This is an optimization exercise on Yosys and OpenROAD, whose aim is small area, a short achievable clock period and few clock cycles per item, not a production implementation.
Function was checked by simulation only, so behaviour that the tests miss may differ from the original.

<file path="flow/design.v">
module aes_sbox_lane (
    input  logic        clk_i,
    input  logic [2:0]  en_i,      
    input  logic [7:0]  s0_i,
    input  logic [7:0]  s1_i,
    input  logic [15:0] rnd_i,
    output logic [7:0]  s0_o,
    output logic [7:0]  s1_o
);
    function automatic logic [7:0] gmul(input logic [7:0] a, input logic [7:0] b);
        logic [7:0] p, x;
        p = '0;
        x = a;
        for (int i = 0; i < 8; i++) begin
            p = b[i] ? p ^ x : p;
            x = {x[6:0], 1'b0} ^ (x[7] ? 8'h1b : 8'h00);
        end
        gmul = p;
    endfunction
    function automatic logic [3:0] g16_mul(input logic [3:0] a, input logic [3:0] b);
        logic [3:0] p, x;
        p = '0;
        x = a;
        for (int i = 0; i < 4; i++) begin
            p = b[i] ? p ^ x : p;
            x = {x[2:0], 1'b0} ^ (x[3] ? 4'h3 : 4'h0);
        end
        g16_mul = p;
    endfunction
    function automatic logic [3:0] g16_inv(input logic [3:0] a);
        case (a)
            4'd0: g16_inv = 4'd0;
            4'd1: g16_inv = 4'd1;
            4'd2: g16_inv = 4'd9;
            4'd3: g16_inv = 4'd14;
            4'd4: g16_inv = 4'd13;
            4'd5: g16_inv = 4'd11;
            4'd6: g16_inv = 4'd7;
            4'd7: g16_inv = 4'd6;
            4'd8: g16_inv = 4'd15;
            4'd9: g16_inv = 4'd2;
            4'd10: g16_inv = 4'd12;
            4'd11: g16_inv = 4'd5;
            4'd12: g16_inv = 4'd10;
            4'd13: g16_inv = 4'd4;
            4'd14: g16_inv = 4'd3;
            4'd15: g16_inv = 4'd8;
            default: g16_inv = 4'd0;
        endcase
    endfunction
    function automatic logic [7:0] sq(input logic [7:0] a);
        sq[0] = a[0] ^ a[4] ^ a[6];
        sq[1] = a[4] ^ a[6] ^ a[7];
        sq[2] = a[1] ^ a[5];
        sq[3] = a[4] ^ a[5] ^ a[6] ^ a[7];
        sq[4] = a[2] ^ a[4] ^ a[7];
        sq[5] = a[5] ^ a[6];
        sq[6] = a[3] ^ a[5];
        sq[7] = a[6] ^ a[7];
    endfunction
    function automatic logic [7:0] p4(input logic [7:0] a);
        p4[0] = a[0] ^ a[2] ^ a[3] ^ a[5] ^ a[6] ^ a[7];
        p4[1] = a[2] ^ a[3] ^ a[4] ^ a[5] ^ a[6];
        p4[2] = a[4] ^ a[5] ^ a[7];
        p4[3] = a[2] ^ a[3] ^ a[4];
        p4[4] = a[1] ^ a[2] ^ a[4] ^ a[5] ^ a[6];
        p4[5] = a[3] ^ a[6];
        p4[6] = a[4] ^ a[7];
        p4[7] = a[3] ^ a[5] ^ a[6] ^ a[7];
    endfunction
    function automatic logic [7:0] p16(input logic [7:0] a);
        p16[0] = a[0] ^ a[4] ^ a[5] ^ a[6];
        p16[1] = a[1];
        p16[2] = a[1] ^ a[2] ^ a[4] ^ a[6] ^ a[7];
        p16[3] = a[1] ^ a[3] ^ a[4] ^ a[6] ^ a[7];
        p16[4] = a[1] ^ a[5] ^ a[6];
        p16[5] = a[2] ^ a[3] ^ a[7];
        p16[6] = a[1] ^ a[2] ^ a[3] ^ a[4] ^ a[7];
        p16[7] = a[2] ^ a[3] ^ a[5];
    endfunction
    function automatic logic [7:0] lin(input logic [7:0] a);
        lin[0] = a[0] ^ a[4] ^ a[5] ^ a[6] ^ a[7];
        lin[1] = a[0] ^ a[1] ^ a[5] ^ a[6] ^ a[7];
        lin[2] = a[0] ^ a[1] ^ a[2] ^ a[6] ^ a[7];
        lin[3] = a[0] ^ a[1] ^ a[2] ^ a[3] ^ a[7];
        lin[4] = a[0] ^ a[1] ^ a[2] ^ a[3] ^ a[4];
        lin[5] = a[1] ^ a[2] ^ a[3] ^ a[4] ^ a[5];
        lin[6] = a[2] ^ a[3] ^ a[4] ^ a[5] ^ a[6];
        lin[7] = a[3] ^ a[4] ^ a[5] ^ a[6] ^ a[7];
    endfunction
    function automatic logic [7:0] to_t(input logic [7:0] a);
        to_t[0] = a[0] ^ a[5] ^ a[7];
        to_t[1] = a[2];
        to_t[2] = a[2] ^ a[3] ^ a[4] ^ a[5] ^ a[6] ^ a[7];
        to_t[3] = a[3] ^ a[4];
        to_t[4] = a[4] ^ a[5] ^ a[6];
        to_t[5] = a[1] ^ a[4] ^ a[6] ^ a[7];
        to_t[6] = a[2] ^ a[3] ^ a[5] ^ a[7];
        to_t[7] = a[5] ^ a[7];
    endfunction
    function automatic logic [7:0] sq_from_t(input logic [7:0] a);
        sq_from_t[0] = a[0] ^ a[2] ^ a[6] ^ a[7];
        sq_from_t[1] = a[4] ^ a[7];
        sq_from_t[2] = a[2] ^ a[5] ^ a[6] ^ a[7];
        sq_from_t[3] = a[2] ^ a[6] ^ a[7];
        sq_from_t[4] = a[2] ^ a[3] ^ a[4];
        sq_from_t[5] = a[1] ^ a[3] ^ a[4] ^ a[6] ^ a[7];
        sq_from_t[6] = a[1] ^ a[2] ^ a[4] ^ a[7];
        sq_from_t[7] = a[1] ^ a[3] ^ a[4] ^ a[6];
    endfunction
    function automatic logic [7:0] lin_from_t(input logic [7:0] a);
        lin_from_t[0] = a[0] ^ a[2] ^ a[6];
        lin_from_t[1] = a[0] ^ a[1] ^ a[2] ^ a[3] ^ a[4] ^ a[5];
        lin_from_t[2] = a[0] ^ a[3] ^ a[5] ^ a[6];
        lin_from_t[3] = a[0] ^ a[2] ^ a[5];
        lin_from_t[4] = a[0] ^ a[1] ^ a[3] ^ a[4] ^ a[5];
        lin_from_t[5] = a[1] ^ a[2] ^ a[3] ^ a[5] ^ a[6] ^ a[7];
        lin_from_t[6] = a[4] ^ a[6] ^ a[7];
        lin_from_t[7] = a[1] ^ a[2];
    endfunction
    function automatic logic [3:0] g16_lsq(input logic [3:0] a);
        g16_lsq[0] = a[2];
        g16_lsq[1] = a[1] ^ a[2] ^ a[3];
        g16_lsq[2] = a[1];
        g16_lsq[3] = a[0] ^ a[2] ^ a[3];
    endfunction
    function automatic logic [3:0] g16_sq(input logic [3:0] a);
        g16_sq[0] = a[0] ^ a[2];
        g16_sq[1] = a[2];
        g16_sq[2] = a[1] ^ a[3];
        g16_sq[3] = a[3];
    endfunction
    logic [7:0] x;
    logic [7:0] a;
    logic [7:0] r0;
    logic [7:0] r0_q1;
    logic [7:0] r1;
    logic [7:0] r1_q1;
    logic [7:0] x2;
    logic [7:0] x3;
    logic [7:0] x3_q1;
    logic [7:0] g1;
    logic [7:0] g1_q1;
    logic [7:0] tx;
    logic [7:0] tx_q1;
    logic [7:0] tx_q2;
    logic [7:0] tx_q3;
    logic [7:0] g1p;
    logic [7:0] h2;
    logic [7:0] h2_q2;
    logic [7:0] x12;
    logic [7:0] x12_q2;
    logic [7:0] zc;
    logic [7:0] zc_q2;
    logic [7:0] zd;
    logic [7:0] zd_q2;
    logic [7:0] zd_q3;
    logic [7:0] h2p;
    logic [7:0] h3;
    logic [7:0] h3_q3;
    logic [3:0] d;
    logic [3:0] d_q3;
    logic [7:0] x2b;
    logic [7:0] h4;
    logic [7:0] l4;
    logic [3:0] di;
    logic [7:0] sbl;
    logic [7:0] o1;
    logic [7:0] o0;
    always_comb begin
        x   = s0_i ^ s1_i;
        a   = sq(s1_i);
        r0  = rnd_i[7:0];
        r1  = rnd_i[15:8];
        x2  = sq(x);
        x3  = gmul(x, x2);
        g1  = gmul(x, a) ^ r0;
        tx  = to_t(x);
    end
    always_ff @(posedge clk_i) begin
        if (en_i[0]) begin
            r0_q1 <= r0;
            r1_q1 <= r1;
            x3_q1 <= x3;
            g1_q1 <= g1;
            tx_q1 <= tx;
        end
    end
    always_comb begin
        g1p = p4(g1_q1);
        h2  = gmul(x3_q1, g1p) ^ r1_q1;
        x12 = p4(x3_q1);
        zc  = r0_q1 ^ {r1_q1[3:0], r1_q1[7:4]};
        zd  = r1_q1 ^ {r0_q1[4:0], r0_q1[7:5]};
    end
    always_ff @(posedge clk_i) begin
        if (en_i[1]) begin
            tx_q2 <= tx_q1;
            h2_q2 <= h2;
            x12_q2 <= x12;
            zc_q2 <= zc;
            zd_q2 <= zd;
        end
    end
    always_comb begin
        h2p = p16(h2_q2);
        h3  = gmul(x12_q2, h2p) ^ zc_q2;
        d   = g16_lsq(tx_q2[7:4]) ^ g16_mul(tx_q2[7:4], tx_q2[3:0]) ^ g16_sq(tx_q2[3:0]);
    end
    always_ff @(posedge clk_i) begin
        if (en_i[2]) begin
            tx_q3 <= tx_q2;
            zd_q3 <= zd_q2;
            h3_q3 <= h3;
            d_q3 <= d;
        end
    end
    always_comb begin
        x2b = sq_from_t(tx_q3);
        h4  = gmul(h3_q3, x2b) ^ zd_q3;
        l4  = lin(h4);
        di  = g16_inv(d_q3);
        sbl = lin_from_t({g16_mul(tx_q3[7:4], di), g16_mul(tx_q3[7:4] ^ tx_q3[3:0], di)});
        o1  = l4 ^ 8'h63;
        o0  = l4 ^ sbl;
    end
    assign s0_o = o0;
    assign s1_o = o1;
endmodule
module aes_sbox_lanes (
    input  logic        clock,
    input  logic        reset,
    input  logic        in_valid,
    output logic        in_ready,
    input  logic [31:0] in_share0,
    input  logic [31:0] in_share1,
    input  logic        rnd_valid,
    output logic        rnd_ready,
    input  logic [63:0] rnd_data,
    input  logic [63:0] prng_seed,
    output logic        out_valid,
    input  logic        out_ready,
    output logic [31:0] out_share0,
    output logic [31:0] out_share1,
    output logic [3:0]  credits_used
);
    localparam int RING = 4;
    logic              rst_q, acc_q;
    logic              accept, pop, push, full, adv1, adv2, adv3;
    logic [31:0]       core_o0, core_o1;
    logic [2:0]        v_q;
    logic [2:0]        v;                 
    logic [3:0]        cr_q, cr, cred;
    logic              head_v_q, head_v;
    logic [63:0]       head_q;
    logic [2:0]        cnt_q, cnt;        
    logic [2:0]        rd_q, rd, wr;      
    logic [RING-1:0][63:0] ring_q;
    logic              ring_rd, ring_wr, head_ld;
    logic              unused_seed;
    always_comb begin
        v      = rst_q ? '0 : v_q;
        cr     = rst_q ? '0 : cr_q;
        cred   = cr + 4'(~rst_q & acc_q);
        head_v = ~rst_q & head_v_q;
        cnt    = rst_q ? '0 : cnt_q;
        rd     = rst_q ? '0 : rd_q;
        wr     = (4'(rd) + 4'(cnt) >= 4'(RING)) ? rd + cnt - 3'(RING) : rd + cnt;
    end
    assign unused_seed  = ^prng_seed;
    assign in_ready     = ~reset & ~cred[3];
    assign accept       = in_valid & rnd_valid & in_ready;
    assign rnd_ready    = accept;
    assign credits_used = cred;
    for (genvar l = 0; l < 4; l++) begin : g_lane
        aes_sbox_lane u_lane (
            .clk_i (clock),
            .en_i  ({adv3, adv2, adv1}),
            .s0_i  (in_share0[8*l +: 8]),
            .s1_i  (in_share1[8*l +: 8]),
            .rnd_i (rnd_data[16*l +: 16]),
            .s0_o  (core_o0[8*l +: 8]),
            .s1_o  (core_o1[8*l +: 8])
        );
    end
    assign out_valid  = ~reset & head_v;
    assign pop        = out_valid & out_ready;
    assign out_share0 = head_q[31:0];
    assign out_share1 = head_q[63:32];
    always_comb begin
        ring_rd = (pop | ~head_v) & (cnt != 3'd0);
        head_ld = ring_rd;
        full    = (cnt == 3'(RING)) & ~ring_rd;
        adv3    = ~v[2] | ~full;
        adv2    = ~v[1] | adv3;
        adv1    = ~v[0] | adv2;
        push    = v[2] & adv3;
        ring_wr = push;
    end
    always_ff @(posedge clock) begin
        rst_q    <= reset;
        acc_q    <= accept;
        v_q[0]   <= adv1 ? accept : v[0];
        v_q[1]   <= adv2 ? v[0] : v[1];
        v_q[2]   <= adv3 ? v[1] : v[2];
        cr_q     <= cred - 4'(pop);
        head_v_q <= head_ld | (head_v & ~pop);
        cnt_q    <= cnt + 3'(ring_wr) - 3'(ring_rd);
        rd_q     <= !ring_rd ? rd : (rd == 3'(RING - 1)) ? 3'd0 : rd + 3'd1;
    end
    always_ff @(posedge clock) begin
        if (head_ld) head_q <= ring_q[rd];
        for (int i = 0; i < RING; i++)
            if (ring_wr && wr == 3'(i)) ring_q[i] <= {core_o1, core_o0};
    end
endmodule
</file>
<file path="flow/flow/run.sh">
#!/bin/bash
# Own layout flow: the standard flow with two changes.
# 1. Synthesis maps the logic with flow/abc.script (ABC's &dch/&nf mapping, which suits the
#    XOR-heavy GF(2^8) arithmetic far better than abc_speed.script). The standard synthesis is
#    also run, into orfs_ref/, and the registers of the two netlists are compared; if they differ
#    the standard synthesis is used.
# 2. Every port still gets a buffer, but a plain sky130_fd_sc_hd__buf_1 (BUFFER_PORTS_ARGS)
#    rather than the delay buffer buffer_ports picks by default; the resizer sizes them up as needed.
set -uo pipefail
W=$PWD
sed -e "s#SYNTH_SCRIPT=[^ ]*#SYNTH_SCRIPT=$W/flow/synth.tcl#" standard.sh > my_synth.sh
sed -e "s#WORK_HOME=[^ ]*#WORK_HOME=$W/orfs_ref#" -e '/^if /,$d' standard.sh > ref_synth.sh
MY_ABC_SCRIPT=$W/flow/abc.script bash my_synth.sh synth > synth.log 2>&1 &
bash ref_synth.sh synth > ref_synth.log 2>&1
wait
RES=orfs/results/$FLOW_PLATFORM/aes_sbox_lanes/base
REF=orfs_ref/results/$FLOW_PLATFORM/aes_sbox_lanes/base
if ! python3 flow/regs.py $RES/1_2_yosys.v $REF/1_2_yosys.v > regs.log 2>&1; then
  echo "own synthesis differs from the standard one; using the standard flow" >> regs.log
  rm -rf orfs
fi
BUFFER_PORTS_ARGS="-buffer_cell sky130_fd_sc_hd__buf_1" bash standard.sh > layout.log 2>&1
</file>
<file path="flow/flow/abc.script">
&get -n
&st
&dch
&nf
&put
buffer -c
topo
stime -c
upsize -c
dnsize -c
</file>
<file path="flow/flow/regs.py">
# regs.py A.v B.v: compares the flip-flops (instance name and cell type) of two netlists.
import re, sys
def regs(path):
    out = {}
    for cell, name in re.findall(r'^\s*(sky130_fd_sc_hd__\w*df\w*)\s+(\S+)\s*\(', open(path).read(), re.M):
        out[name] = re.sub(r'_\d+$', '', cell)
    return out
a, b = regs(sys.argv[1]), regs(sys.argv[2])
print(f"{len(a)} and {len(b)} flip-flops")
if a != b:
    print("registers differ:", sorted(set(a.items()) ^ set(b.items()))[:20])
    sys.exit(1)
print("registers match")
</file>
<file path="flow/flow/synth.tcl">
# synth_recipe.tcl (the standard synthesis) with one change: Yosys's abc pass runs the ABC script
# named by MY_ABC_SCRIPT instead of ORFS's abc_speed.script. Registers are mapped before abc
# runs, so their names and cells are those of the standard synthesis.
proc synth {args} { yosys synth -nofsm -noshare {*}$args }
proc abc {args} {
  set i [lsearch -exact $args -script]
  if {$i >= 0} { lset args [expr {$i + 1}] $::env(MY_ABC_SCRIPT) }
  yosys abc {*}$args
}
source $::env(SCRIPTS_DIR)/synth.tcl
# left out here: clear keep_hierarchy, flatten, clean up, hide names made inside functions, write 1_2_yosys.v
</file>
<file path="flow/standard.sh">
#!/bin/bash
# synth_recipe.tcl (not shown) runs the flow's synth.tcl, then flattens the netlist and writes it again
# the make line also repeats each setting of config.mk as NAME=value (left out here)
make -C /OpenROAD-flow-scripts/flow DESIGN_CONFIG=/design/flow/config.mk WORK_HOME=/design/flow/orfs CLKGATE_MAP_FILE= SYNTH_SCRIPT=/design/flow/synth_recipe.tcl "${@:-finish}"
</file>
<file path="flow/config.mk">
export PLATFORM = sky130hd
export DESIGN_NAME = aes_sbox_lanes
export DESIGN_NICKNAME = aes_sbox_lanes
export VERILOG_FILES = /design/flow/design.v
export SDC_FILE = /design/flow/constraint.sdc
export NUM_CORES = 4
export LEC_CHECK = 0
export ABC_CLOCK_PERIOD_IN_PS = 4000
export CAP_MARGIN = 20
export CORE_MARGIN = 2
export CORE_UTILIZATION = 50
export CTS_BUF_LIST = sky130_fd_sc_hd__clkbuf_8
export CTS_CLUSTER_DIAMETER = 70
export CTS_CLUSTER_SIZE = 16
export SETUP_SLACK_MARGIN = 4.9
export SLEW_MARGIN = 20
export TNS_END_PERCENT = 100
</file>
<file path="flow/constraint.sdc">
create_clock -name core_clock -period 9.0 [get_ports {clock}]
set_input_delay 1.8000 -clock core_clock [delete_from_list [all_inputs] [get_ports {clock}]]
set_output_delay 1.8000 -clock core_clock [all_outputs]
set_load 0.01 [all_outputs]
</file>
==> results of run 1 <==
-- critical path, stage by stage --
cell and delay [ns]:
buf_8 0.11, nor2_4 0.10, and3_4 0.20, buf_6 0.10
-- metrics by stage --
stage / setup slack, ns
after floorplan: -0.878
after global placement: 4.00
after detailed placement: 3.92
after CTS: 4.90
after global routing: 4.81
final: 4.90
-- synthesized netlist by cell type, types with 9 or more instances --
cell type,instances
xnor2_1,1683
nor2_1,1214
edfxtp_1,752
xor2_1,557
nand2_1,404
o21ai_0,183
clkbuf_1,156
a21oi_1,100
inv_1,48
nor2b_1,44
ha_1,42
xnor3_1,40
nand2b_1,37
dfxtp_1,32
xnor2_2,23
buf_2,22
mux2i_1,19
buf_1,13
a31oi_1,10
o22ai_1,9
xnor3_2,9
-- layout by cell type (no fill, tap or decap), types with 5 or more instances in the layout --
| cell type | count |
|---|---|
| dfxtp_1 | 31 |
| nor3_1 | 6 |
| nor2b_1 | 43 |
| ha_1 | 42 |
| a21oi_1 | 100 |
| a31oi_1 | 10 |
| o41ai_1 | 7 |
| mux2_2 | 5 |
| clkinvlp_4 | 10 |
| clkbuf_8 | 73 |
| o22ai_1 | 9 |
| xor2_4 | 6 |
| xnor2_2 | 68 |
| nand2b_1 | 37 |
| o21ai_0 | 183 |
| edfxtp_1 | 752 |
| xor2_2 | 21 |
| buf_1 | 201 |
| mux2i_2 | 8 |
| xnor3_1 | 39 |
| inv_1 | 63 |
| xnor3_2 | 10 |
| xnor2_1 | 1632 |
| xnor2_4 | 8 |
| nand2_1 | 401 |
| nor2_1 | 1212 |
| xor2_1 | 540 |
| inv_8 | 6 |
| mux2i_1 | 9 |
| clkinv_4 | 8 |
| and2_1 | 5 |
| buf_4 | 87 |
-- how the worst min path moves through the flow --
stage | slack [ns] | end | cells after the start | start
2_1_floorplan | 0.40 | g_lane[0].u_lane.tx_q2[0] | 0 | g_lane[0].u_lane.tx_q1[0]
3_3_place_gp | 0.40 | g_lane[0].u_lane.tx_q2[4] | 0 | g_lane[0].u_lane.tx_q1[4]
3_5_place_dp | 0.40 | g_lane[0].u_lane.tx_q2[5] | 0 | g_lane[0].u_lane.tx_q1[5]
4_1_cts | 0.42 | g_lane[1].u_lane.tx_q2[6] | 0 | g_lane[1].u_lane.tx_q1[6]
5_1_grt | 0.43 | g_lane[1].u_lane.zd_q3[5] | 0 | g_lane[1].u_lane.zd_q2[5]
6_report | 0.42 | g_lane[1].u_lane.tx_q2[6] | 0 | g_lane[1].u_lane.tx_q1[6]
-- what timing repair did --
item                                    CTS  global route
pin swaps                                 4             5
endpoints found under the setup margin  456           502
gates resized for setup                  42            65
gates cloned                              2             0
hold buffers                              0             0
setup buffers                            19            18
-- kinds of logic after synthesis --
logic type | share of synthesized area, %
muxes | 0.448
xor gates and xnor gates | 39.0
DFF | 42.2
and+or+nand+nor | 12.2
adders and majority gates | 1.07
AOI/OAI and AO/OA | 3.23
buffers and inverters | 1.80
-- per-layer routing --
metal | global-route usage, % | up-vias | wire (µm) | share of wire (%)
met5 | 0 | - | 0 | 0
met4 | 4.95 | 0 | 2190 | 1.8
met3 | 2.12 | 105 | 4490 | 3.8
met2 | 33.6 | 567 | 54600 | 46
met1 | 30.7 | 16700 | 57200 | 48
li1 | - | 17900 | - | -
-- cell type report --
class / count / area [µm²] / area share (%)
Inverter: 49 / 206 / 0.345
Clock buffer: 73 / 1000 / 1.68
Clock inverter: 55 / 459 / 0.768
Tap cell: 1414 / 1770 / 2.96
Antenna cell: 1 / 2.50 / 0.00419
Multi-Input combinational cell: 4453 / 31600 / 52.8
Sequential cell: 784 / 23200 / 38.9
Timing Repair Buffer: 296 / 1530 / 2.56
==> qor.csv, run 1 <==
stage,metric,value,unit
sta,min_period_over_period,45.5,%
final_layout,final_cell_area,59800,µm²
routing,via_per_inst,4.95,
critical_path,rrSetupSlack,5.02,ns
routing,wl,119000,µm
final_layout,utilization,54.8,%
floorplanning,fp.dieW,336,µm
sta,max_slew.worst_pin.slew,1.13,ns
clock_network,clock_sink_count,784,
final_layout,top_regs,"ring_q: 256 flops, head_q: 64 flops",
global_routing,grt.total_usage,21.0,%
yosys,syn_area,55000,µm²
yosys,postSynth.asyncResetShare,0,%
final_layout,fill_cells,9598,
critical_path,worstReg2RegStart,g_lane[1].u_lane.tx_q3[2],
clock_network,cts-root-buf,clkbuf_8,
floorplanning,start_util,50.4,%
critical_path,cp.required,7.20,ns
critical_path,rr_worst_depth,10,
floorplanning,rows,121,
sta,skew,0.0403,ns
sta,maxSlewHeadroom,24.4,%
min_path,min_path_type,reg2reg,
global_routing,overflow,0,
floorplanning,top_level_ports,268,
yosys,yosys_register_bits,784,
yosys,netlist_top_cells_area,"edfxtp_1 (41%), xnor2_1 (27%), xor2_1 (8.9%)",
yosys,synth.avg_cell_area,10.0,µm²
floorplanning,die_h,336,µm
routing,num_vias,35300,
sta,setup-tns-final,0,ns
critical_path,rr_endpoint,ring_q[13],
yosys,synth_warnings,2,
critical_path,worstSetupEndpoint,rnd_ready,
sta,max_freq,244,MHz
clock_network,worst_skew_pair.late_latency,0.72,ns
yosys,synth_top_area_share,41.1,%
placed_design,place.gp.congestion,0.856,
placed_design,dp_hpwl,82400,µm
status,status,"complete, no violations",
yosys,ys_seq_area_share,42.2,%
sta,whs,0.421,ns
placed_design,io_buffer_count,203,
placed_design,placedCellCount,6957,
final_layout,regMostFlops,ring_q,
sta,fin_crit,4.10,ns
yosys,synth_edf_count,752,
clock_network,tritoncts,yes,
routing,drt_iter0_drc,2291,
clock_network,cts_made_buffers,72,
final_layout,final_nets,5897,
yosys,ys.flop_type,edfxtp_1,
clock_network,cts_max_level,3,
yosys,syn_inst,5483,
sta,setup_viol,0,
routing,antenna_left,0,
critical_path,critPathMaxFanout,3,
yosys,synth_cell_types,50,
global_routing,first_global_vias,33900,
critical_path,crit_path_start_kind,input port,
global_routing,antenna_found_initial,3,
final_layout,drive_gt1_share,6.22,%
global_routing,grt_start_max_net_pins,128,
final_layout,largest_register_ff_count,256,
yosys,synth_top_area_cell,edfxtp_1,
floorplanning,core-area,109000,µm²
critical_path,end_kind,output port,
final_layout,area_growth_syn_to_layout,8.72,%
placed_design,place_area,57300,µm²
routing,drc,0,
clock_network,clkTransAtPathRegs,0.09,ns
routing,wl_per_cell,16.6,µm
floorplanning,dieArea,113000,µm²
clock_network,cts_buffer_depth,3,
sta,rsz0062_at_grt,yes,
global_routing,grt_pass1_wl,189000,µm
final_layout,final_cells,7125,
job,cap_violations,0,
critical_path,arrival,2.30,ns
routing,firstDrtPassIters,5,
critical_path,crit_start,reset,
sta,finalHoldViolCount,0,
sta,slew_violations,0,
critical_path,critical_path_class,in2out,
yosys,synth_nets,5724,
Testbench counts, summed over its fixed seeds: cycles 16,040, items 16,000.
==> run 2, diff against run 1 <==
--- a/flow/design.v
+++ b/flow/design.v
@@ -99,23 +99,13 @@
         to_t[7] = a[5] ^ a[7];
     endfunction
-    function automatic logic [7:0] sq_from_t(input logic [7:0] a);
-        sq_from_t[0] = a[0] ^ a[2] ^ a[6] ^ a[7];
-        sq_from_t[1] = a[4] ^ a[7];
-        sq_from_t[2] = a[2] ^ a[5] ^ a[6] ^ a[7];
-        sq_from_t[3] = a[2] ^ a[6] ^ a[7];
-        sq_from_t[4] = a[2] ^ a[3] ^ a[4];
-        sq_from_t[5] = a[1] ^ a[3] ^ a[4] ^ a[6] ^ a[7];
-        sq_from_t[6] = a[1] ^ a[2] ^ a[4] ^ a[7];
-        sq_from_t[7] = a[1] ^ a[3] ^ a[4] ^ a[6];
-    endfunction
-    function automatic logic [7:0] lin_from_t(input logic [7:0] a);
-        lin_from_t[0] = a[0] ^ a[2] ^ a[6];
-        lin_from_t[1] = a[0] ^ a[1] ^ a[2] ^ a[3] ^ a[4] ^ a[5];
-        lin_from_t[2] = a[0] ^ a[3] ^ a[5] ^ a[6];
-        lin_from_t[3] = a[0] ^ a[2] ^ a[5];
-        lin_from_t[4] = a[0] ^ a[1] ^ a[3] ^ a[4] ^ a[5];
-        lin_from_t[5] = a[1] ^ a[2] ^ a[3] ^ a[5] ^ a[6] ^ a[7];
-        lin_from_t[6] = a[4] ^ a[6] ^ a[7];
-        lin_from_t[7] = a[1] ^ a[2];
+    function automatic logic [7:0] lin_p128_from_t(input logic [7:0] a);
+        lin_p128_from_t[0] = a[0];
+        lin_p128_from_t[1] = a[0] ^ a[2] ^ a[4];
+        lin_p128_from_t[2] = a[0] ^ a[1] ^ a[3] ^ a[4] ^ a[5];
+        lin_p128_from_t[3] = a[0] ^ a[5] ^ a[6] ^ a[7];
+        lin_p128_from_t[4] = a[0] ^ a[1] ^ a[2] ^ a[4] ^ a[5] ^ a[6];
+        lin_p128_from_t[5] = a[1] ^ a[2] ^ a[6] ^ a[7];
+        lin_p128_from_t[6] = a[4] ^ a[7];
+        lin_p128_from_t[7] = a[1] ^ a[2] ^ a[3] ^ a[4] ^ a[5];
     endfunction
     function automatic logic [3:0] g16_lsq(input logic [3:0] a);
@@ -138,12 +128,11 @@
     logic [7:0] r1_q1;
     logic [7:0] x2;
+    logic [7:0] x2_q1;
+    logic [7:0] x2_q2;
+    logic [7:0] x2_q3;
     logic [7:0] x3;
     logic [7:0] x3_q1;
     logic [7:0] g1;
     logic [7:0] g1_q1;
-    logic [7:0] tx;
-    logic [7:0] tx_q1;
-    logic [7:0] tx_q2;
-    logic [7:0] tx_q3;
     logic [7:0] g1p;
     logic [7:0] h2;
@@ -159,9 +148,10 @@
     logic [7:0] h3;
     logic [7:0] h3_q3;
+    logic [7:0] tx2;
     logic [3:0] d;
     logic [3:0] d_q3;
-    logic [7:0] x2b;
     logic [7:0] h4;
     logic [7:0] l4;
+    logic [7:0] tx2b;
     logic [3:0] di;
     logic [7:0] sbl;
@@ -176,5 +166,4 @@
         x3  = gmul(x, x2);
         g1  = gmul(x, a) ^ r0;
-        tx  = to_t(x);
     end
     always_ff @(posedge clk_i) begin
@@ -182,7 +171,7 @@
             r0_q1 <= r0;
             r1_q1 <= r1;
+            x2_q1 <= x2;
             x3_q1 <= x3;
             g1_q1 <= g1;
-            tx_q1 <= tx;
         end
     end
@@ -196,5 +185,5 @@
     always_ff @(posedge clk_i) begin
         if (en_i[1]) begin
-            tx_q2 <= tx_q1;
+            x2_q2 <= x2_q1;
             h2_q2 <= h2;
             x12_q2 <= x12;
@@ -206,9 +195,10 @@
         h2p = p16(h2_q2);
         h3  = gmul(x12_q2, h2p) ^ zc_q2;
-        d   = g16_lsq(tx_q2[7:4]) ^ g16_mul(tx_q2[7:4], tx_q2[3:0]) ^ g16_sq(tx_q2[3:0]);
+        tx2 = to_t(x2_q2);
+        d   = g16_lsq(tx2[7:4]) ^ g16_mul(tx2[7:4], tx2[3:0]) ^ g16_sq(tx2[3:0]);
     end
     always_ff @(posedge clk_i) begin
         if (en_i[2]) begin
-            tx_q3 <= tx_q2;
+            x2_q3 <= x2_q2;
             zd_q3 <= zd_q2;
             h3_q3 <= h3;
@@ -217,9 +207,9 @@
     end
     always_comb begin
-        x2b = sq_from_t(tx_q3);
-        h4  = gmul(h3_q3, x2b) ^ zd_q3;
+        h4  = gmul(h3_q3, x2_q3) ^ zd_q3;
         l4  = lin(h4);
+        tx2b= to_t(x2_q3);
         di  = g16_inv(d_q3);
-        sbl = lin_from_t({g16_mul(tx_q3[7:4], di), g16_mul(tx_q3[7:4] ^ tx_q3[3:0], di)});
+        sbl = lin_p128_from_t({g16_mul(tx2b[7:4], di), g16_mul(tx2b[7:4] ^ tx2b[3:0], di)});
         o1  = l4 ^ 8'h63;
         o0  = l4 ^ sbl;
--- a/flow/config.mk
+++ b/flow/config.mk
@@ -7,5 +7,5 @@
 export LEC_CHECK = 0
 export ABC_CLOCK_PERIOD_IN_PS = 4000
-export CAP_MARGIN = 20
+export CAP_MARGIN = 10
 export CORE_MARGIN = 2
 export CORE_UTILIZATION = 50
@@ -14,4 +14,4 @@
 export CTS_CLUSTER_SIZE = 16
 export SETUP_SLACK_MARGIN = 4.9
-export SLEW_MARGIN = 20
+export SLEW_MARGIN = 10
 export TNS_END_PERCENT = 100
==> qor.csv, run 2 <==
stage,metric,value,unit,change
clock_network,clkTransAtPathRegs,0.10,ns,about the same
sta,setup_viol,0,,unchanged
sta,min_period_over_period,45.5,%,-0.070 points
routing,drt_iter0_drc,2209,,-3.6%
clock_network,tritoncts,yes,,
critical_path,cp.required,7.20,ns,about the same
sta,whs,0.384,ns,-0.0367 ns
clock_network,cts_made_buffers,71,,-1.4%
yosys,yosys_register_bits,784,,unchanged
sta,slew_violations,0,,unchanged
job,cap_violations,0,,unchanged
yosys,synth_warnings,2,,unchanged
yosys,synth-simple-area-share,12.1,%,-0.12 points
global_routing,overflow,0,,unchanged
yosys,synth_compound_area_share,3.04,%,-0.19 points
sta,max_freq,244,MHz,+0.15%
routing,wl,117000,µm,-1.4%
yosys,synthMostInstantiatedCell,xnor2_1,,
yosys,netlist_top_cells_count,"xnor2_1 (1593), nor2_1 (1092), edfxtp_1 (752)",,
clock_network,cts-root-buf,clkbuf_8,,
status,status,"complete, no violations",,
critical_path,critPathMaxFanout,4,,+1
yosys,synthAdderAreaFrac,1.02,%,-0.041 points
routing,antenna_left,0,,unchanged
final_layout,mostFrequentLayoutCells,"xnor2_1 (1570), nor2_1 (1091), edfxtp_1 (752)",,
yosys,synth_top_family_by_area,XOR/XNOR gates,,
yosys,syn_inst,5468,,-0.27%
yosys,synthXorXnorAreaFrac,38.9,%,-0.068 points
yosys,netlist_top_cells_area,"edfxtp_1 (41%), xnor2_1 (25%), xor2_1 (8.7%)",,
floorplanning,rows,121,,unchanged
floorplanning,start_util,50.6,%,+0.17 points
placed_design,dp_hpwl,81700,µm,-0.85%
placed_design,placedCellCount,7005,,+0.69%
final_layout,final_cells,7147,,+0.31%
routing,wl_per_cell,16.4,µm,-1.7%
sta,skew,0.0577,ns,+0.0175 ns
routing,drc,0,,unchanged
floorplanning,die_h,336,µm,+0.23%
sta,rsz0062_at_grt,yes,,
yosys,postSynth.asyncResetShare,0,%,unchanged
routing,num_vias,35200,,-0.34%
final_layout,regMostFlops,ring_q,,
sta,max_slew.worst_pin.slew,1.07,ns,-0.0531 ns
yosys,synth_edf_count,752,,unchanged
yosys,ys.flop_type,edfxtp_1,,
global_routing,grt.total_usage,20.5,%,-0.49 points
placed_design,io_buffer_count,203,,unchanged
yosys,synth.avg_cell_area,10.1,µm²,+0.75%
yosys,synth_top_area_cell,edfxtp_1,,
yosys,synth_nets,5705,,-0.33%
placed_design,place.gp.congestion,0.841,,-1.7%
clock_network,cts_max_level,3,,unchanged
sta,maxSlewHeadroom,27.9,%,+3.6 points
min_path,min_path_type,reg2reg,,
final_layout,final_common_cell,xnor2_1,,
global_routing,grt_start_max_net_pins,161,,+26%
routing,via_per_inst,4.92,,-0.65%
sta,setup-tns-final,0,ns,unchanged
floorplanning,dieArea,113000,µm²,+0.47%
critical_path,end_kind,output port,,
clock_network,clock_sink_count,784,,unchanged
final_layout,drive_gt1_share,4.87,%,-1.3 points
global_routing,antenna_found_initial,2,,-1
yosys,synth.mux.area_fraction,0.750,%,+0.30 points
sta,fin_crit,4.09,ns,-0.00634 ns
final_layout,largest_register_ff_count,256,,unchanged
yosys,ys_seq_area_share,42.0,%,-0.20 points
floorplanning,fp.dieW,336,µm,+0.23%
final_layout,final_nets,5855,,-0.71%
critical_path,crit_path_start_kind,input port,,
floorplanning,top_level_ports,268,,unchanged
final_layout,top_regs,"ring_q: 256 flops, head_q: 64 flops",,
yosys,synth_cell_types,52,,+4.0%
critical_path,arrival,2.29,ns,about the same
clock_network,worst_skew_pair.late_latency,0.73,ns,about the same
global_routing,grt_pass1_wl,186000,µm,-1.6%
yosys,synth_top_area_share,40.9,%,-0.19 points
final_layout,area_growth_syn_to_layout,7.88,%,
sta,finalHoldViolCount,0,,unchanged
clock_network,cts_buffer_depth,3,,unchanged
global_routing,first_global_vias,33700,,-0.73%
routing,firstDrtPassIters,5,,unchanged
critical_path,critical_path_class,in2out,,
floorplanning,core-area,109000,µm²,+0.14%
yosys,syn_area,55200,µm²,+0.47%
## run 2: area by class of cell
cell class | count | area (µm²)
repair buffers | 282 | 1430
well taps | 1476 | 1850
diodes | 1 | 2.50
flip-flops and latches | 784 | 23200
fillers | 9656 | 49600
clock buffers | 73 | 1000
clock inverters | 52 | 457
inverters | 88 | 344
multi-input cells | 4391 | 31300
## run 2: path summary, 6_finish.rpt
check,from,end,slack [ns],depth (start not counted)
max,reset,rnd_ready,4.91,4
max reg2reg,g_lane[3].u_lane.h3_q3[6],ring_q[221],5.11,9
min,g_lane[2].u_lane.x2_q1[3],g_lane[2].u_lane.x2_q2[3],0.38,0
min reg2reg,g_lane[2].u_lane.x2_q1[3],g_lane[2].u_lane.x2_q2[3],0.38,0
## run 2: cells by family after synthesis
group | after synthesis
adder cells (fa/ha/maj) | 45
AO/OA/AOI/OAI | 319
buffers and inverters | 294
XOR/XNOR | 2264
multiplexers | 40
AND/OR/NAND/NOR | 1722
flip-flops | 784
## run 2: through the flow
step	setup WS (ns)	instance area, µm²	utilization (%)
2_1_floorplan	-0.517	55400	-
3_3_place_gp	3.88	57600	52.8
3_5_place_dp	3.80	57600	52.8
4_1_cts	4.87	59200	54.3
5_1_grt	4.87	59600	54.6
6_report	4.91	59600	54.6
## run 2: what timing repair did
| item | 4_1_cts | 5_1_grt |
|---|---|---|
| hold buffers | 0 | 0 |
| gates resized for setup | 24 | 42 |
| endpoints found under the setup margin | 327 | 396 |
| pin swaps | 3 | 5 |
| gates cloned | 0 | 1 |
| setup buffers | 3 | 12 |
## run 2: per-layer routing
| layer | routed length (µm) | global-route usage [%] | up-vias |
|---|---|---|---|
| met4 | 1700 | 4.19 | 0 |
| li1 | - | - | 17800 |
| met3 | 5060 | 2.36 | 105 |
| met1 | 56400 | 30.0 | 16600 |
| met5 | 0 | 0 | - |
| met2 | 53600 | 32.9 | 615 |
## run 2: critical path, cell delays in order
cell and delay [ns]:
buf_8 0.11, nor2_4 0.10, and3_4 0.19, buf_6 0.10
Testbench counts of run 2, summed over its fixed seeds: cycles 16,040, items 16,000.
==> run 3, diff against run 2 <==
--- a/flow/config.mk
+++ b/flow/config.mk
@@ -7,5 +7,5 @@
 export LEC_CHECK = 0
 export ABC_CLOCK_PERIOD_IN_PS = 4000
-export CAP_MARGIN = 10
+export CAP_MARGIN = 20
 export CORE_MARGIN = 2
 export CORE_UTILIZATION = 50
@@ -14,4 +14,4 @@
 export CTS_CLUSTER_SIZE = 16
 export SETUP_SLACK_MARGIN = 4.9
-export SLEW_MARGIN = 10
+export SLEW_MARGIN = 20
 export TNS_END_PERCENT = 100
==> qor.csv, run 3 <==
stage,metric,value,unit,change
clock_network,worst_skew_pair.late_latency,0.73,ns,about the same
final_layout,utilization,54.6,%,about the same
status,status,"complete, no violations",,
global_routing,grt.total_usage,20.5,%,unchanged
yosys,ys_seq_area_share,42.0,%,unchanged
placed_design,dp_hpwl,81700,µm,unchanged
yosys,postSynth.asyncResetShare,0,%,unchanged
routing,drt_iter0_drc,2176,,-1.5%
yosys,synthMostInstantiatedCell,xnor2_1,,
floorplanning,rows,121,,unchanged
final_layout,area_growth_syn_to_layout,7.90,%,about the same
sta,slew_violations,0,,unchanged
critical_path,arrival,2.29,ns,about the same
yosys,synth.avg_cell_area,10.1,µm²,unchanged
final_layout,mostFrequentLayoutCells,"xnor2_1 (1569), nor2_1 (1091), edfxtp_1 (752)",,
sta,fin_crit,4.09,ns,-0.0000100 ns
floorplanning,start_util,50.6,%,unchanged
yosys,synth_cell_types,52,,unchanged
placed_design,place.gp.congestion,0.841,,unchanged
floorplanning,core-area,109000,µm²,unchanged
clock_network,cts_buffer_depth,3,,unchanged
routing,num_vias,35100,,-0.094%
sta,skew,0.0558,ns,-0.00197 ns
yosys,syn_inst,5468,,unchanged
critical_path,critical_path_class,in2out,,
placed_design,io_buffer_count,203,,unchanged
floorplanning,dieArea,113000,µm²,unchanged
routing,firstDrtPassIters,5,,unchanged
yosys,ys.flop_type,edfxtp_1,,
sta,rsz0062_at_grt,yes,,
sta,maxSlewHeadroom,30.3,%,+2.4 points
routing,drc,0,,unchanged
clock_network,clock_sink_count,784,,unchanged
sta,setup-tns-final,0,ns,unchanged
routing,wl,117000,µm,about the same
final_layout,top_regs,"ring_q: 256 flops, head_q: 64 flops",,
final_layout,final_nets,5855,,unchanged
final_layout,drive_gt1_share,4.89,%,+0.018 points
routing,antenna_left,0,,unchanged
yosys,netlist_top_cells_area,"edfxtp_1 (41%), xnor2_1 (25%), xor2_1 (8.7%)",,
yosys,synth_top_area_share,40.9,%,unchanged
global_routing,grt_start_max_net_pins,161,,unchanged
min_path,holdPathStages,0,,unchanged
sta,whs,0.386,ns,+0.00142 ns
sta,min_period_over_period,45.5,%,about the same
min_path,min_path_type,reg2reg,,
final_layout,final_common_cell,xnor2_1,,
final_layout,largest_register_ff_count,256,,unchanged
yosys,synth_warnings,2,,unchanged
global_routing,first_global_vias,33700,,unchanged
yosys,synth_edf_count,752,,unchanged
routing,wl_per_cell,16.3,µm,about the same
critical_path,crit_path_start_kind,input port,,
sta,max_slew.worst_pin.slew,1.04,ns,-0.0354 ns
yosys,yosys_register_bits,784,,unchanged
floorplanning,die_h,336,µm,unchanged
yosys,syn_area,55200,µm²,unchanged
sta,max_freq,244,MHz,about the same
floorplanning,fp.dieW,336,µm,unchanged
final_layout,regMostFlops,ring_q,,
placed_design,place_area,57600,µm²,unchanged
clock_network,cts_max_level,3,,unchanged
critical_path,critPathMaxFanout,4,,unchanged
floorplanning,top_level_ports,268,,unchanged
final_layout,final_cell_area,59600,µm²,about the same
sta,setup_viol,0,,unchanged
clock_network,cts_made_buffers,71,,unchanged
yosys,netlist_top_cells_count,"xnor2_1 (1593), nor2_1 (1092), edfxtp_1 (752)",,
clock_network,tritoncts,yes,,
clock_network,clkTransAtPathRegs,0.10,ns,about the same
routing,via_per_inst,4.91,,about the same
critical_path,end_kind,output port,,
critical_path,rr_worst_depth,9,,unchanged
clock_network,holdBufCountCts,0,,unchanged
critical_path,cp.required,7.20,ns,about the same
global_routing,antenna_found_initial,2,,unchanged
clock_network,cts-root-buf,clkbuf_8,,
yosys,synth_nets,5705,,unchanged
yosys,synth_top_area_cell,edfxtp_1,,
job,cap_violations,0,,unchanged
sta,finalHoldViolCount,0,,unchanged
global_routing,overflow,0,,unchanged
global_routing,grt_pass1_wl,186000,µm,unchanged
==> run 3: worst paths after layout <==
check	from	end	slack, ns
min reg2reg	g_lane[2].u_lane.x2_q1[3]	g_lane[2].u_lane.x2_q2[3]	0.39
max	reset	rnd_ready	4.91
min	g_lane[2].u_lane.x2_q1[3]	g_lane[2].u_lane.x2_q2[3]	0.39
max reg2reg	g_lane[0].u_lane.h3_q3[7]	ring_q[70]	5.08
==> run 3: routing by layer <==
metal / vias up / global-route usage, % / wire (µm)
met1: 16600 / 30.0 / 56500
met2: 614 / 32.9 / 53500
met3: 109 / 2.36 / 5050
met5: - / 0 / 0
li1: 17800 / - / -
met4: 0 / 4.19 / 1750
==> run 3: cell type report <==
class                   instances  area, µm²
repair buffers                282       1430
well taps                    1476       1850
clock buffers                  73       1000
multi-input cells            4391      31300
inverters                      88        344
clock inverters                52        457
flip-flops and latches        784      23200
fillers                      9655      49600
diodes                          1       2.50
==> run 3: timing repair <==
item                       CTS  global route
buffers inserted             3            12
pin swaps                    3             5
resized for setup           24            42
setup endpoints to repair  327           396
gates cloned                 0             1
==> run 3: cells by family (layout without fill, tap and decap cells) <==
group / after synthesis / after routing / share of synthesized area [%]
DFF: 784 / 784 / 42.0
and+or+nand+nor: 1722 / 1723 / 12.1
adders and majority gates: 45 / 45 / 1.02
buffers and inverters: 294 / 495 / 2.12
other: 0 / 1 / 0
muxes: 40 / 40 / 0.750
xor gates and xnor gates: 2264 / 2264 / 38.9
AOI/OAI and AO/OA: 319 / 319 / 3.04
==> run 3: through the flow <==
step	cells	setup WS (ns)
5_1_grt	7147	4.87
4_1_cts	7133	4.87
2_1_floorplan	5468	-0.517
3_5_place_dp	7005	3.80
6_report	7147	4.91
3_3_place_gp	7005	3.88
==> run 3: worst max-delay path: stages <==
cell    delay (ns)
buf_8         0.11
nor2_4        0.10
and3_4        0.19
buf_6         0.10

separate check: timing with driven ports:
Ports are ideal in the flow. The routed layouts listed here were re-timed in OpenROAD.
Step 1: set_driving_cell puts a clkbuf_16 on clock and a buf_2 on each other input, an assumption about the parent block.
Step 2 moves the port delays by t, midway between the first and last clock arrival at a register: inputs arrive t later, outputs are due t later. That takes back most of the time a late clock gives input paths.
a / b / c = ideal / step 1 / step 2; a / b = the first two.
run	t, ns	slack for setup (ns)	worst data-port slew with drivers (ns)
run 1	0.768	4.901 / 4.862 / 4.351	0.05
run 2	0.770	4.908 / 4.868 / 4.322	0.05
run 3	0.769	4.908 / 4.868 / 4.337	0.05
After both steps every run listed still meets setup and hold. The setup slack of run 2, which loses most, moves by -0.040 ns with the drivers and by -0.586 ns with both steps.
